Background: an optimization exercise with open tools, aiming at small area, a short achievable clock period and few clock cycles per item. Do not read the settings as production practice.
Function was not checked in any run shown here: the RTL went through the layout flow alone.
Power figures rest on the tool's default switching activity, not on a simulated workload.

==> flow/design.v, too long to show whole: its modules and the start of the top module <==
// module mult_16x16: 2299 lines
module mult_16x16 (
  input  logic        clk,
  input  logic        rst_n,
  input  logic        in_valid,
  output logic        in_ready,
  input  logic [15:0] in_a,
  input  logic [15:0] in_b,
  output logic        out_valid,
  input  logic        out_ready,
  output logic [31:0] out_product
);
  // ...
==> flow/flow/run.sh <==
#!/bin/bash
# Own flow: the standard layout (standard.sh), with Yosys's synth run with -noabc so the
# pre-mapping "abc -fast" pass does not run before ORFS extracts full/half adders (it leaves
# the adders with inverted polarity and an inverter on most adder-to-adder nets). The rest of
# synthesis (-nofsm -noshare via synth_recipe.tcl, flatten, rename) and every later step are the
# standard ones. Each tool's output goes to a log file in the work folder.
set -euo pipefail
extra=()
if [[ -f flow/extra.mk ]]; then
  while read -r line; do [[ -n "$line" && "$line" != \#* ]] && extra+=("$line"); done < flow/extra.mk
fi
bash standard.sh SYNTH_ARGS=-noabc "${extra[@]}" finish > standard_flow.log 2>&1
==> flow/standard.sh <==
#!/bin/bash
# synth_recipe.tcl (not shown) runs the flow's synth.tcl, then flattens the netlist and writes it again
# the make line also repeats each setting of config.mk as NAME=value (left out here)
make -C /OpenROAD-flow-scripts/flow DESIGN_CONFIG=/design/flow/config.mk WORK_HOME=/design/flow/orfs CLKGATE_MAP_FILE= SYNTH_SCRIPT=/design/flow/synth_recipe.tcl "${@:-finish}"
==> flow/config.mk <==
export PLATFORM = sky130hd
export DESIGN_NAME = mult_16x16
export DESIGN_NICKNAME = mult_16x16
export VERILOG_FILES = /design/flow/design.v
export SDC_FILE = /design/flow/constraint.sdc
export NUM_CORES = 4
export LEC_CHECK = 0
export CAP_MARGIN = 20
export CORE_MARGIN = 2
export CORE_UTILIZATION = 40
export SETUP_SLACK_MARGIN = 1.7
export SLEW_MARGIN = 20
==> flow/constraint.sdc <==
create_clock -name core_clock -period 4.0 [get_ports {clk}]
set_input_delay 0.8000 -clock core_clock [delete_from_list [all_inputs] [get_ports {clk}]]
set_output_delay 0.8000 -clock core_clock [all_outputs]
set_load 0.01 [all_outputs]
==> flow_metrics.py, run 1 <==
metrics = {
    "status": {
        "status": "no timing/DRC/antenna violations",
    },
    "global_routing": {
        "grt_max_degree": 109,
        "grt-busiest-layer": "met2",
    },
    "worst_setup_path": {
        "path_depth": 5,
        "cp_cell_sequence": "fa_2 > fa_1 > fa_1 > ha_4 > ha_4",
        "r2r-end": "s525_q2",
        "crit_required_ps": 4260,
    },
    "layout": {
        "n_antenna_cell": 0,
        "seq_share_pct": 38.0,
        "largest_reg_flops": 3,
        "fillerInstances": 2893,
        "final_common_cell": "edfxtp_1",
        "mostFrequentLayoutCells": "213 x edfxtp_1, 179 x and2_1, 125 x fa_2",
        "syn_to_final_growth_pct": 22.5,
        "clkbuf_count": 28,
        "nets": 1296,
    },
    "clock_network": {
        "cts_buffer_depth": 3,
    },
    "detailed_routing": {
        "dr_wl_met3_um": 1780,
        "routedWlPerCell_um": 21.0,
        "drt_iter0_drc": 526,
    },
    "sta": {
        "period_share_pct": 60.9,
        "finalCriticalPeriod_ps": 2430,
    },
    "floorplan": {
        "initial_core_util_pct": 40.4,
        "tap_cells": 455,
    },
    "yosys": {
        "synth_area_um2": 13900,
        "synth_top_family_by_area": "adder cells",
        "yosysTopAreaCell": "edfxtp_1",
    },
    "pwr": {
        "swShare_pct": 31.6,
        "total_power_mw": 10.1,
        "irDropWorstVdd_v": 0.000358,
        "p_comb_mw": 3.93,
        "clkPwrFrac_pct": 21.9,
    },
    "hold_path": {
        "worstHoldStart": "c706_q1",
    },
    "place": {
        "gp_congestion": 0.820,
    },
}
==> run 2, diff against run 1 <==
--- a/flow/config.mk
+++ b/flow/config.mk
@@ -9,3 +9,4 @@
 export CORE_MARGIN = 2
-export CORE_UTILIZATION = 40
+export CORE_UTILIZATION = 70
+export CTS_BUF_LIST = sky130_fd_sc_hd__clkbuf_4 sky130_fd_sc_hd__clkbuf_8
 export SETUP_SLACK_MARGIN = 1.7
==> run 2 against run 1 <==
Net effect: first-iteration DRC count increased by 20%; non-clock buffer count shrank 43; synthesized cell count unchanged; die area decreased by 42%; setup slack got worse by 38 ps; via count grew 4.2%; clock skew grew 17 ps; clock power is 18% lower; maximum frequency decreased by 1.5%; hold slack improved by 5.2 ps; sequential power hardly changed.
==> flow_metrics.py, run 2 <==
metrics = {
    "sta": {
        "whs_ps": 420,
        "setup_tns_ps": 0,
        "maxSlewViolCount": 0,
        "rsz0062_at_grt": "yes",
        "worstMarginPinSlew_ps": 932,
        "finalHoldViolCount": 0,
        "skew_ps": 23.8,
        "period_share_pct": 61.8,
        "setup_slack_ps": 1530,
        "setup_violations": 0,
        "max_freq_mhz": 404,
        "timing.slew.headroom_pct": 37.9,
        "finalCriticalPeriod_ps": 2470,
    },
    "yosys": {
        "ys_top_cells_by_count": "259 x and2_1, 213 x edfxtp_1, 197 x fa_1, 45 x ha_1, 33 x clkbuf_1",
        "yosysTopAreaCellShare_pct": 46.2,
        "synth_edf_count": 213,
        "synthFlopType": "edfxtp_1",
        "async_flop_share_pct": 0,
        "synth_area_um2": 13900,
        "syn_nets": 1198,
        "syn_inst": 920,
        "ys_types": 41,
        "synth_seq_cells": 216,
        "yosysTopAreaCell": "edfxtp_1",
        "syn_area_per_cell_um2": 15.1,
        "synth.most_common_cell": "and2_1",
        "netlist_top_cells_area": "edfxtp_1 46%, fa_1 28%, and2_1 12%",
        "yosysSeqAreaShare_pct": 46.6,
        "ys_warn_count": 1,
    },
    "worst_setup_path": {
        "r2r_cells": 7,
        "r2r-start": "c522_q2",
        "critical_path_class": "flip-flop to flip-flop",
        "worst_setup_path_start_kind": "flip-flop",
        "crit_fanout": 4,
        "arrival_ps": 2740,
        "cp-end-kind": "flip-flop",
        "startpoint": "c522_q2",
        "r2r_slack_ps": 1530,
        "crit_required_ps": 4270,
        "crit_end": "G886_q3",
        "critPathSlowestCell": "fa_1",
        "cp_cell_sequence": "fa_1 > ha_4 > a21oi_4 > o21ai_4 > a221oi_4 > o21ai_2 > a31o_2",
        "r2r-end": "G886_q3",
        "cp_slowest_stage_delay_ps": 610,
    },
    "run": {
        "drv_cap": 0,
    },
    "floorplan": {
        "die_x_um": 145,
        "coreArea_um2": 19500,
        "num_rows": 51,
        "dieHeight_um": 145,
        "io_pins": 70,
        "initial_core_util_pct": 71.2,
        "die_area_um2": 20900,
    },
    "place": {
        "pre_cts_ws_ps": 350,
        "placed_cells": 1199,
        "port_buffers": 69,
        "gp_congestion": 0.990,
        "dpl_cell_area_um2": 15100,
        "dp_hpwl_um": 21000,
    },
    "clock_network": {
        "clk-insertion-delay-late_ps": 530,
        "htreeDepth": 2,
        "clk_transition_reported_paths_ps": 60,
        "cts_root_buf": "clkbuf_8",
        "numCtsBuffers": 36,
        "cts_hold_buf": 0,
        "clock_sinks": 216,
        "cts_buffer_depth": 3,
        "cts_tree": "built",
    },
    "pwr": {
        "irDropWorstVdd_v": 0.000424,
        "power_leakage_nw": 6.44,
        "cellPowerDensity_nw_per_um2": 621,
    },
    "global_routing": {
        "first_global_vias": 8443,
        "antenna_found_initial": 2,
        "groute.usage.overall_pct": 30.9,
        "grt_pass1_wl_um": 46600,
        "grt-ovfl-total": 0,
        "grt_max_degree": 109,
    },
    "hold_path": {
        "worstHoldPathType": "flip-flop to flip-flop",
    },
    "layout": {
        "largest_reg_flops": 3,
        "design_area_um2": 16000,
        "top_register": "v",
        "mostFrequentLayoutCells": "213 x edfxtp_1, 193 x and2_1, 119 x fa_2",
        "fillerInstances": 1007,
        "syn_to_final_growth_pct": 15.5,
        "final_common_cell": "edfxtp_1",
        "nets": 1264,
        "fin_cells": 1276,
        "drive_gt1_share_pct": 34.2,
    },
    "detailed_routing": {
        "drt_wl_total_um": 30900,
        "drt_iter0_drc": 629,
        "via_count": 7589,
        "routedWlPerCell_um": 24.2,
        "drt_pass1_iterations": 5,
        "ant_nets": 0,
        "drc": 0,
        "viasPerCell": 5.95,
    },
    "status": {
        "status": "no timing/DRC/antenna violations",
    },
}
run 2: cell counts after synthesis:
No cell type changed its count.
run 2: how the worst min path moves through the flow:
stage	from	to	slack (ps)	cells past startpoint
5_1_grt	y922_q2	y922_q3	420	0
3_5_place_dp	s707_q1	s707_q2	400	0
3_3_place_gp	c708_q1	c708_q2	400	0
2_1_floorplan	c706_q1	c706_q2	400	0
4_1_cts	s707_q1	s707_q2	420	0
6_report	pp33_q2	pp33_q3	420	0
run 2: cell type report:
class | instances | area, µm² | share of cell area [%]
flip-flops and latches | 216 | 6460 | 40.3
repair buffers | 93 | 833 | 5.21
diodes | 2 | 5.00 | 0.0313
clock buffers | 48 | 586 | 3.66
multi-input cells | 632 | 7700 | 48.1
clock inverters | 13 | 62.6 | 0.391
well taps | 265 | 332 | 2.07
inverters | 7 | 27.5 | 0.172
run 2: critical path: cells and delay by family (launching register included):
kind            cells  cell delay, ps
compound gates      5             990
fa+ha+maj           2             840
flops               1             420
run 2: routing by layer:
layer,part of all wire [%],up-vias,track usage (%)
met5,0,-,0
met3,8.8,47,9.64
li1,-,3209,-
met1,41,3999,43.0
met4,1.6,0,7.41
met2,49,334,49.0
run 2: cells by family after synthesis:
logic type      count (synthesis)  share of synthesized area (%)
simple gates                  303                           13.2
fa+ha+maj                     242                           32.5
buf+inv                        72                           2.82
xor+xnor                       24                           1.52
compound gates                 63                           3.38
flops                         216                           46.6
run 2: power breakdown:
| group | internal [mW] | switching, mW | total, mW |
|---|---|---|---|
| sequential | 3.61 | 0.394 | 4.00 |
| clock | 0.951 | 0.858 | 1.81 |
| combinational | 1.99 | 2.13 | 4.12 |
| total | 6.55 | 3.38 | 9.93 |
run 2: per-stage QoR:
stage	utilization (%)	total power, mW
2_1_floorplan	-	6.51
3_5_place_dp	77.5	7.67
6_report	82.2	9.93
3_3_place_gp	77.5	7.39
4_1_cts	81.4	9.67
5_1_grt	82.2	10.5
run 2: repair_timing:
item,CTS,global route
resized for setup,266,41
gates cloned,1,0
pin swaps,25,24
setup buffers,12,1
setup endpoints to repair,134,42

[afterwards: timing with drivers on the ports]
How much do the figures lean on ideal ports? The routed layouts below were timed once more, with nothing changed but the port constraints. Step 1 sets driving cells, clkbuf_16 on the clock port and buf_2 on the other inputs (assumed; they add their load-dependent delay and slew). Step 2 adds t to the input delays and takes it off the output delays; t is the mean of the earliest and latest rising clock arrival at the registers after step 1. Input paths then give back, and output paths get back, about the clock's delay inside the block. a / b / c = ideal / step 1 / step 2; a / b = the first two.
run	t (ns)	setup WS [ns]	hold WS [ns]
run 1	0.550	1.565 / 1.565 / 1.094	0.415 / 0.415 / 0.415
run 2	0.556	1.527 / 1.527 / 1.143	0.420 / 0.420 / 0.420
After both steps every run listed still meets setup and hold. For run 1, which loses most, drivers alone change the setup slack by 0.000 ns; drivers and shift together by -0.471 ns.
